This design comes from an exercise in tuning for small area and a short achievable clock period on the open sky130 flow, not from production work. Function was checked by simulation only, so behaviour that the tests miss may differ from the original. Power figures rest on the tool's default switching activity, not on a simulated workload. The flow treats the clock pin as an ideal source, which a real chip does not have.

## build 22
## uart_tx_cfg
module uart_tx_cfg #(
  parameter int unsigned CLK_FREQ    = 50_000_000,
  parameter int unsigned BAUD_RATE   = 115200,
  parameter int unsigned DATA_BITS   = 8,
  parameter int unsigned PARITY_MODE = 0,
  parameter int unsigned STOP_BITS   = 1,
  parameter int unsigned FIFO_DEPTH  = 256
) (
  input  logic                          CLK,
  input  logic                          RST,
  input  logic                          i_valid,
  input  logic [DATA_BITS-1:0]          i_data,
  output logic                          o_ready,
  output logic                          o_tx,
  output logic                          o_busy,
  output logic [$clog2(FIFO_DEPTH):0]   o_level
);
make LEC_CHECK=0 CAP_MARGIN=20 CORE_MARGIN=2 CORE_UTILIZATION=65 CTS_CLUSTER_DIAMETER=90 CTS_CLUSTER_SIZE=32 SETUP_SLACK_MARGIN=2.4 SLEW_MARGIN=20 finish   # period 4.5 ns
run.sh (not shown) runs the stock make flow with config.mk's settings and CLKGATE_MAP_FILE= SYNTH_SCRIPT=/design/flow/synth_recipe.tcl, a recipe that flattens the netlist after the stock synthesis.
## Diff of input files: build 85 against build 22
# build 22
export LEC_CHECK = 0
export CAP_MARGIN = 20
export CORE_MARGIN = 2
export CORE_UTILIZATION = 65
export CTS_CLUSTER_DIAMETER = 90
export CTS_CLUSTER_SIZE = 32
export SETUP_SLACK_MARGIN = 2.4
export SLEW_MARGIN = 20
create_clock -name core_clock -period 4.5 [get_ports {CLK}]
# build 85
export LEC_CHECK = 0
export CAP_MARGIN = 20
export CORE_MARGIN = 2
export CORE_UTILIZATION = 70
export CTS_CLUSTER_DIAMETER = 80
export CTS_CLUSTER_SIZE = 30
export SETUP_SLACK_MARGIN = 2.5
export SLEW_MARGIN = 20
create_clock -name core_clock -period 4.5 [get_ports {CLK}]
## What came out
Diff build 22 -> build 85: standby leakage power up 0.66%; sequential fraction of total cell area fell 0.49 points; power saw an increase; combinational power +28%; part of the total power dissipated in combinational logic up 1.9 points. Compared with build 22, build 85 shows a number of clock buffers in the layout that is 3 higher. Placeable core region (build 85 over build 22): decrease, 0.0055 sq mm. Against build 22, the final cell area of build 85 is higher. Power spent charging and discharging nets: build 85 worse than build 22. Delta(worst slew margin relative to its limit, build 85 - build 22) < 0.
### build 85 -> build 42
# build 85
export LEC_CHECK = 0
export CAP_MARGIN = 20
export CORE_MARGIN = 2
export CORE_UTILIZATION = 70
export CTS_CLUSTER_DIAMETER = 80
export CTS_CLUSTER_SIZE = 30
export SETUP_SLACK_MARGIN = 2.5
export SLEW_MARGIN = 20
create_clock -name core_clock -period 4.5 [get_ports {CLK}]
# build 42
export LEC_CHECK = 0
export CAP_MARGIN = 20
export CORE_MARGIN = 2
export CORE_UTILIZATION = 65
export CTS_CLUSTER_DIAMETER = 90
export CTS_CLUSTER_SIZE = 32
export SETUP_SLACK_MARGIN = 2.5
export SLEW_MARGIN = 20
create_clock -name core_clock -period 4.5 [get_ports {CLK}]
--- outcome ---
- [diff] global-route wire length before repair, build 42 relative to build 85: improvement
- The worst setup path startpoint comes out lvo_q[1] in one run and lvo_q[2] in the other, namely in build 42 and build 85 respectively.
- In build 42, the width of the chip came out 9.9 um above the value in build 85.
- Having completed the whole flow, build 42 delivered a layout that passed the timing, DRC and antenna checks.
- Between build 85 and build 42, the cell count went up.
- Looking at logic gate share of total power across build 85 and build 42, the one that comes out lower is build 42.
- Build 85 ended up with met1 as its most used routing layer; build 42 ended up with met2.
- Final weighted congestion of routability-driven global placement delta for build 42 relative to build 85: about 4.7% lower
- ~same share of post-route cells with drive strength above 1 in build 85 and build 42
- Number of fill cells in the layout went up by more than 10% going from build 85 to build 42.
- Between build 42 and build 85, it is build 42 whose clock power is lower, by about 5%.
Input changes introduced in build 32 (baseline for comparison: build 42):
# build 42
export LEC_CHECK = 0
export CAP_MARGIN = 20
export CORE_MARGIN = 2
export CORE_UTILIZATION = 65
export CTS_CLUSTER_DIAMETER = 90
export CTS_CLUSTER_SIZE = 32
export SETUP_SLACK_MARGIN = 2.5
export SLEW_MARGIN = 20
create_clock -name core_clock -period 4.5 [get_ports {CLK}]
# build 32
export LEC_CHECK = 0
export CAP_MARGIN = 20
export CORE_MARGIN = 2
export CORE_UTILIZATION = 65
export CTS_CLUSTER_DIAMETER = 80
export CTS_CLUSTER_SIZE = 30
export SETUP_SLACK_MARGIN = 2.5
export SLEW_MARGIN = 20
create_clock -name core_clock -period 4.5 [get_ports {CLK}]
When build 32 is measured against build 42, its setup slack turns out 0.0066 ns lower.
Re count of final setup violators: no difference whatsoever between build 42 and build 32.
dfrtp_2 as the worst-path cell with the longest stage delay was reported by build 42, and dfrtp_1 by build 32.
In the flow results for build 42 and build 32, the sequential share of layout area is larger on build 42.
Timing, DRC, antenna: 0 failures across build 42 and build 32
Fraction of area in clock buffers and inverters: build 32 vs build 42 up 0.39 points
In build 32, the routed wire length came out 1.2% above the value in build 42.
Build 42 -> build 32: die area delta 0, exact match
Between build 32 and build 42, it is build 32 whose core utilization is higher, by 0.31 points.
Build 42 -> build 32: total number of vias increased slightly
Between build 42 and build 32, overall global routing resource usage is lower for build 42, build 32 comes in above that.
The following lists how build 13 was set up differently from build 32:
# build 32
export LEC_CHECK = 0
export CAP_MARGIN = 20
export CORE_MARGIN = 2
export CORE_UTILIZATION = 65
export CTS_CLUSTER_DIAMETER = 80
export CTS_CLUSTER_SIZE = 30
export SETUP_SLACK_MARGIN = 2.5
export SLEW_MARGIN = 20
create_clock -name core_clock -period 4.5 [get_ports {CLK}]
# build 13
export LEC_CHECK = 0
export CAP_MARGIN = 20
export CORE_MARGIN = 2
export CORE_UTILIZATION = 65
export CTS_CLUSTER_DIAMETER = 100
export CTS_CLUSTER_SIZE = 34
export SETUP_SLACK_MARGIN = 2.5
export SLEW_MARGIN = 20
create_clock -name core_clock -period 4.5 [get_ports {CLK}]
Finished layout cell area (lower): build 13. For count of filler cells inserted in the layout, build 13 and build 32 come out practically identical. Build 13 against build 32: floorplan row count ~0 delta; flip-flop and latch count ~0 delta; die area ~0 delta. Measured against each other, build 13 and build 32 differ in global-route wire length before repair, the lower figure coming from build 13. Cmp build 13 vs build 32: final worst slack lower in build 13. Fraction of the cycle the final worst path needs, build 13 and build 32: smaller value in build 32.
What build 39 does differently from build 13 at the input level:
# build 13
export LEC_CHECK = 0
export CAP_MARGIN = 20
export CORE_MARGIN = 2
export CORE_UTILIZATION = 65
export CTS_CLUSTER_DIAMETER = 100
export CTS_CLUSTER_SIZE = 34
export SETUP_SLACK_MARGIN = 2.5
export SLEW_MARGIN = 20
create_clock -name core_clock -period 4.5 [get_ports {CLK}]
# build 39
export LEC_CHECK = 0
export CAP_MARGIN = 20
export CORE_MARGIN = 2
export CORE_UTILIZATION = 65
export CTS_CLUSTER_DIAMETER = 80
export CTS_CLUSTER_SIZE = 30
export SETUP_SLACK_MARGIN = 2.7
export SLEW_MARGIN = 20
create_clock -name core_clock -period 4.5 [get_ports {CLK}]
### Flow results
Comparing build 39 and build 13, the lower global-route usage over all layers was measured on build 13. The lower register-to-register setup slack of build 39 and build 13 is in build 13. Relative to build 13, build 39 degrades power.

* * *

The RTL this note starts from:
==> flow/design.v <==
package uart_pkg;
  localparam int unsigned PARITY_NONE = 0;
  localparam int unsigned PARITY_ODD  = 1;
  localparam int unsigned PARITY_EVEN = 2;
  typedef enum logic [2:0] {
    IDLE,
    START,
    DATA,
    PARITY,
    STOP
  } tx_state_t;
  function automatic integer calc_ticks(input integer clk_hz, input integer baud);
    calc_ticks = clk_hz / baud;
  endfunction
  function automatic logic cfg_legal(input integer data_bits, input integer parity_mode,
                                     input integer stop_bits, input integer fifo_depth,
                                     input integer ticks);
    cfg_legal = (data_bits >= 5) && (data_bits <= 9) &&
           (parity_mode <= PARITY_EVEN) &&
           ((stop_bits == 1) || (stop_bits == 2)) &&
           (fifo_depth >= 2) && ((fifo_depth & (fifo_depth - 1)) == 0) &&
           (ticks >= 2);
  endfunction
endpackage
module uart_sync_fifo #(
  parameter int unsigned WIDTH = 8,
  parameter int unsigned N     = 257,   
  parameter int unsigned G     = 4
) (
  input  logic             clk,
  input  logic [N-1:0]     we,      
  input  logic [WIDTH-1:0] wd,      
  input  logic [WIDTH-1:0] wd_n,    
  input  logic             clean,   
  output logic [WIDTH-1:0] tap      
);
  logic [WIDTH*N-1:0] q;
  always_ff @(posedge clk)
    q[WIDTH-1:0] <= we[0] ? wd : (q[WIDTH*N-1 -: WIDTH] & {WIDTH{~clean}});
  for (genvar p = 1; p < N; p++) begin : g_pos
    if (p % G != 0) begin : g_hop
      always_ff @(posedge clk) q[WIDTH*p +: WIDTH] <= q[WIDTH*(p-1) +: WIDTH];
    end else if ((p / G) % 2 == 1) begin : g_wr0
      always_ff @(posedge clk)
        q[WIDTH*p +: WIDTH] <= ~(({WIDTH{we[p]}} & wd) | q[WIDTH*(p-1) +: WIDTH]);
    end else begin : g_wr1
      always_ff @(posedge clk)
        q[WIDTH*p +: WIDTH] <= ~(({WIDTH{~we[p]}} | wd_n) & q[WIDTH*(p-1) +: WIDTH]);
    end
  end
  assign tap = q[WIDTH*N-1 -: WIDTH];
endmodule
module uart_tx_cfg #(
  parameter int unsigned CLK_FREQ    = 50_000_000,
  parameter int unsigned BAUD_RATE   = 115200,
  parameter int unsigned DATA_BITS   = 8,
  parameter int unsigned PARITY_MODE = 0,
  parameter int unsigned STOP_BITS   = 1,
  parameter int unsigned FIFO_DEPTH  = 256
) (
  input  logic                          CLK,
  input  logic                          RST,
  input  logic                          i_valid,
  input  logic [DATA_BITS-1:0]          i_data,
  output logic                          o_ready,
  output logic                          o_tx,
  output logic                          o_busy,
  output logic [$clog2(FIFO_DEPTH):0]   o_level
);
  localparam int unsigned TICKS = uart_pkg::calc_ticks(CLK_FREQ, BAUD_RATE);
  localparam int unsigned TW    = $clog2(TICKS);
  localparam int unsigned LW    = $clog2(FIFO_DEPTH) + 1;
  localparam int unsigned N     = FIFO_DEPTH + 1;
  localparam int unsigned PW    = $clog2(N);
  localparam int unsigned G     = 4;
  localparam int unsigned GW    = $clog2(G);
  if (!(DATA_BITS == 8 && PARITY_MODE == uart_pkg::PARITY_NONE && STOP_BITS == 1 &&
        FIFO_DEPTH == 256 && uart_pkg::cfg_legal(DATA_BITS, PARITY_MODE, STOP_BITS,
                                                 FIFO_DEPTH, TICKS))) begin : g_cfg_err
    $error("uart_tx_cfg: only DATA_BITS 8, PARITY_MODE 0, STOP_BITS 1, FIFO_DEPTH 256 are supported");
  end
  localparam logic [1:0] S_IDLE = 2'd0, S_START = 2'd1, S_DATA = 2'd2, S_STOP = 2'd3;
  logic [1:0]           state_q, state_d;
  logic [TW-1:0]        tick_q, tick_d;
  logic [2:0]           c_q, c_d;
  logic                 nb_q, nb_d, nx_q, nx_d, nxv_q, nxv_d;
  logic                 txn_q, tx_d, busy_q, busy_d;    
  logic                 te_q, kz_q;          
  logic [LW-1:0]        lvo_q;               
  logic [LW-1:0]        level_q, level_d;
  logic [G-1:0]         pend_q, pend_d;
  logic [DATA_BITS-1:0] dly_q [G-1];
  logic [DATA_BITS-1:0] wd_q, wd_n_q, wd_d;
  logic                 wr, wr_q, full_q;
  logic [PW-1:0]        k_q, k_d;    
  logic [PW-1:0]        m_q, m_d;    
  logic                 push, pop, nonempty, tick_end, want, fetch, cap, clean;
  logic                 sweep_q;
  logic [N-1:0]         we;
  logic [DATA_BITS-1:0] tap;
  function automatic logic [PW-1:0] inc_pw(input logic [PW-1:0] v);
    logic c;
    c = 1'b1;
    for (int i = 0; i < PW; i++) begin
      inc_pw[i] = v[i] ^ c;
      c         = c & v[i];
    end
  endfunction
  assign nonempty = (level_q != '0);
  assign push     = i_valid && !level_q[LW-1];
  assign tick_end = te_q;
  assign wr      = wr_q;
  always_comb begin
    logic older;
    pend_d[0] = push;
    for (int j = 1; j < G; j++) begin
      older = 1'b0;
      for (int i = j; i < G; i++) older = older | pend_q[i];
      pend_d[j] = pend_q[j-1] && !(wr && !older);
    end
    wd_d = i_data;
    for (int j = 1; j < G; j++) if (pend_d[j]) wd_d = dly_q[j-1];
  end
  assign want  = ((state_q == S_START) || ((state_q == S_DATA) && (c_q != '0))) && !nxv_q;
  assign fetch = want && kz_q;                   
  assign cap   = fetch && (c_q == 3'd7);         
  assign clean = sweep_q || cap;
  always_comb begin
    k_d = cap ? k_q : (k_q[PW-1] ? '0 : inc_pw(k_q));    
    m_d = wr ? m_q : (m_q[PW-1] ? '0 : inc_pw(m_q));
    for (int p = 0; p < N; p++) we[p] = (p % G == 0) && wr && (m_q[PW-1:GW] == (PW-GW)'(p / G));
  end
  uart_sync_fifo #(.WIDTH(DATA_BITS), .N(N), .G(G)) u_fifo (
    .clk   (CLK),
    .we    (we),
    .wd    (wd_q),
    .wd_n  (wd_n_q),
    .clean (clean),
    .tap   (tap)
  );
  always_comb begin
    state_d = state_q;
    tick_d  = tick_q;
    c_d     = c_q;
    nb_d    = nb_q;
    nx_d    = fetch ? tap[c_q] : nx_q;
    nxv_d   = nxv_q || fetch;
    tx_d    = 1'b1;
    busy_d  = 1'b1;
    pop     = 1'b0;
    if (state_q != S_IDLE) tick_d = tick_end ? '0 : tick_q + TW'(1);
    case (state_q)
      S_IDLE: begin
        busy_d = 1'b0;
        if (nonempty) begin
          pop     = 1'b1;
          state_d = S_START;
          tick_d  = '0;
        end
      end
      S_START: begin
        tx_d = 1'b0;
        if (tick_end) begin
          state_d = S_DATA;
          nb_d    = nx_q;
          nxv_d   = 1'b0;
          c_d     = 3'd1;
        end
      end
      S_DATA: begin
        tx_d = nb_q;
        if (tick_end) begin
          if (c_q == '0) begin
            state_d = S_STOP;
          end else begin
            nb_d  = nx_q;
            nxv_d = 1'b0;
            c_d   = c_q + 3'd1;
          end
        end
      end
      default: begin
        if (tick_end) begin
          if (nonempty) begin
            pop     = 1'b1;
            state_d = S_START;
          end else begin
            state_d = S_IDLE;
          end
        end
      end
    endcase
  end
  always_comb begin
    logic [LW-1:0] up, dn;
    logic          c, b;
    c = 1'b1;
    b = 1'b1;
    for (int i = 0; i < LW; i++) begin
      up[i] = level_q[i] ^ c;
      dn[i] = level_q[i] ^ b;
      c     = c & level_q[i];
      b     = b & !level_q[i];
    end
    if (push) level_d = pop ? level_q : up;
    else      level_d = pop ? dn : level_q;
  end
  always_ff @(posedge CLK or negedge RST) begin
    if (!RST) begin
      state_q <= S_IDLE;
      c_q     <= '0;
      nxv_q   <= 1'b0;
      txn_q   <= 1'b0;
      lvo_q   <= '0;
      kz_q    <= 1'b1;
      busy_q  <= 1'b0;
      level_q <= '0;
      pend_q  <= '0;
      k_q     <= '0;
      m_q     <= '0;
      sweep_q <= 1'b1;
      tick_q  <= '0;
      te_q    <= 1'b0;
      wr_q    <= 1'b0;
      full_q  <= 1'b0;
    end else begin
      state_q <= state_d;
      c_q     <= c_d;
      nxv_q   <= nxv_d;
      txn_q   <= !tx_d;
      lvo_q   <= level_d;
      kz_q    <= cap || k_q[PW-1];
      busy_q  <= busy_d;
      level_q <= level_d;
      pend_q  <= pend_d;
      k_q     <= k_d;
      m_q     <= m_d;
      sweep_q <= sweep_q && !k_q[PW-1];
      tick_q  <= tick_d;
      te_q    <= (state_q != S_IDLE) && (tick_q == TW'(TICKS - 2));
      wr_q    <= (m_d[GW-1:0] == '0) && (pend_d != '0);
      if (push && !pop)      full_q <= (level_q == LW'(FIFO_DEPTH - 1));
      else if (pop && !push) full_q <= 1'b0;
    end
  end
  always_ff @(posedge CLK) begin
    nb_q    <= nb_d;
    nx_q    <= nx_d;
    dly_q[0] <= i_data;
    for (int j = 1; j < G - 1; j++) dly_q[j] <= dly_q[j-1];
    wd_q     <= wd_d;
    wd_n_q   <= ~wd_d;
  end
  assign o_tx    = !txn_q;
  assign o_busy  = busy_q;
  assign o_ready = !full_q;
  assign o_level = lvo_q;
endmodule
Settings: LEC_CHECK=0, CAP_MARGIN=20, CORE_MARGIN=2, CORE_UTILIZATION=65, CTS_CLUSTER_DIAMETER=80, CTS_CLUSTER_SIZE=30, SETUP_SLACK_MARGIN=3.0, SLEW_MARGIN=20; clock period 4.5 ns.
The first run went through all stages and came out clean.
==> next run, changes <==
SETUP_SLACK_MARGIN = 2.7   (was 3.0)
Effect:
- The new run finished with timing, DRC and antenna clean
- routed wire length is lower by 12%
- utilization came out lower by 6.4 points
- count of clock-buffer cells in the layout is unchanged
- total power falls by 5.2%
- worst hold slack is better by 71 ps
- critical path depth went down by 1
- global-route usage is lower by 1.5 points
- first-iteration DRC count rose by 11%
- via count decreases by 3.9%
- clock power goes down by about 2%

==> re-timing with driven ports <==
No port has a modelled driver above. Below, the same layouts with a new extraction and two added sets of constraints. Step 1, drivers: a clkbuf_16 drives CLK and a buf_2 each remaining input, both assumed. Step 2 also shifts input and output timing later by t, the mid clock arrival at the registers, as if the neighbouring blocks saw the same clock. Slacks: ideal / step 1 / step 2; pairs: ideal / step 1.
run | shift t [ns] | setup slack, ns | worst setup path after step 2 | slew at the worst register clock pin (ns) | worst data-port slew with drivers (ns)
build 22 | 0.726 | 2.374 / 2.303 / 1.813 | input to register | 0.12 / 0.12 | 0.06
build 85 | 0.730 | 2.372 / 2.298 / 1.971 | input to register | 0.11 / 0.11 | 0.04
build 42 | 0.707 | 2.402 / 2.337 / 1.951 | input to register | 0.12 / 0.12 | 0.08
build 32 | 0.717 | 2.395 / 2.327 / 1.938 | input to register | 0.11 / 0.11 | 0.08
build 13 | 0.711 | 2.387 / 2.324 / 1.945 | input to register | 0.12 / 0.12 | 0.08
build 39 | 0.726 | 2.372 / 2.300 / 2.018 | input to register | 0.11 / 0.11 | 0.06
the first run of note 2 | 0.733 | 2.335 / 2.267 / 1.881 | input to register | 0.12 / 0.12 | 0.11
the second run of note 2 | 0.712 | 2.387 / 2.319 / 1.801 | input to register | 0.12 / 0.12 | 0.17
After both steps setup and hold are still met in every run listed. For the second run of note 2, which loses most, drivers alone change the setup slack by -0.068 ns; drivers and shift together by -0.586 ns.
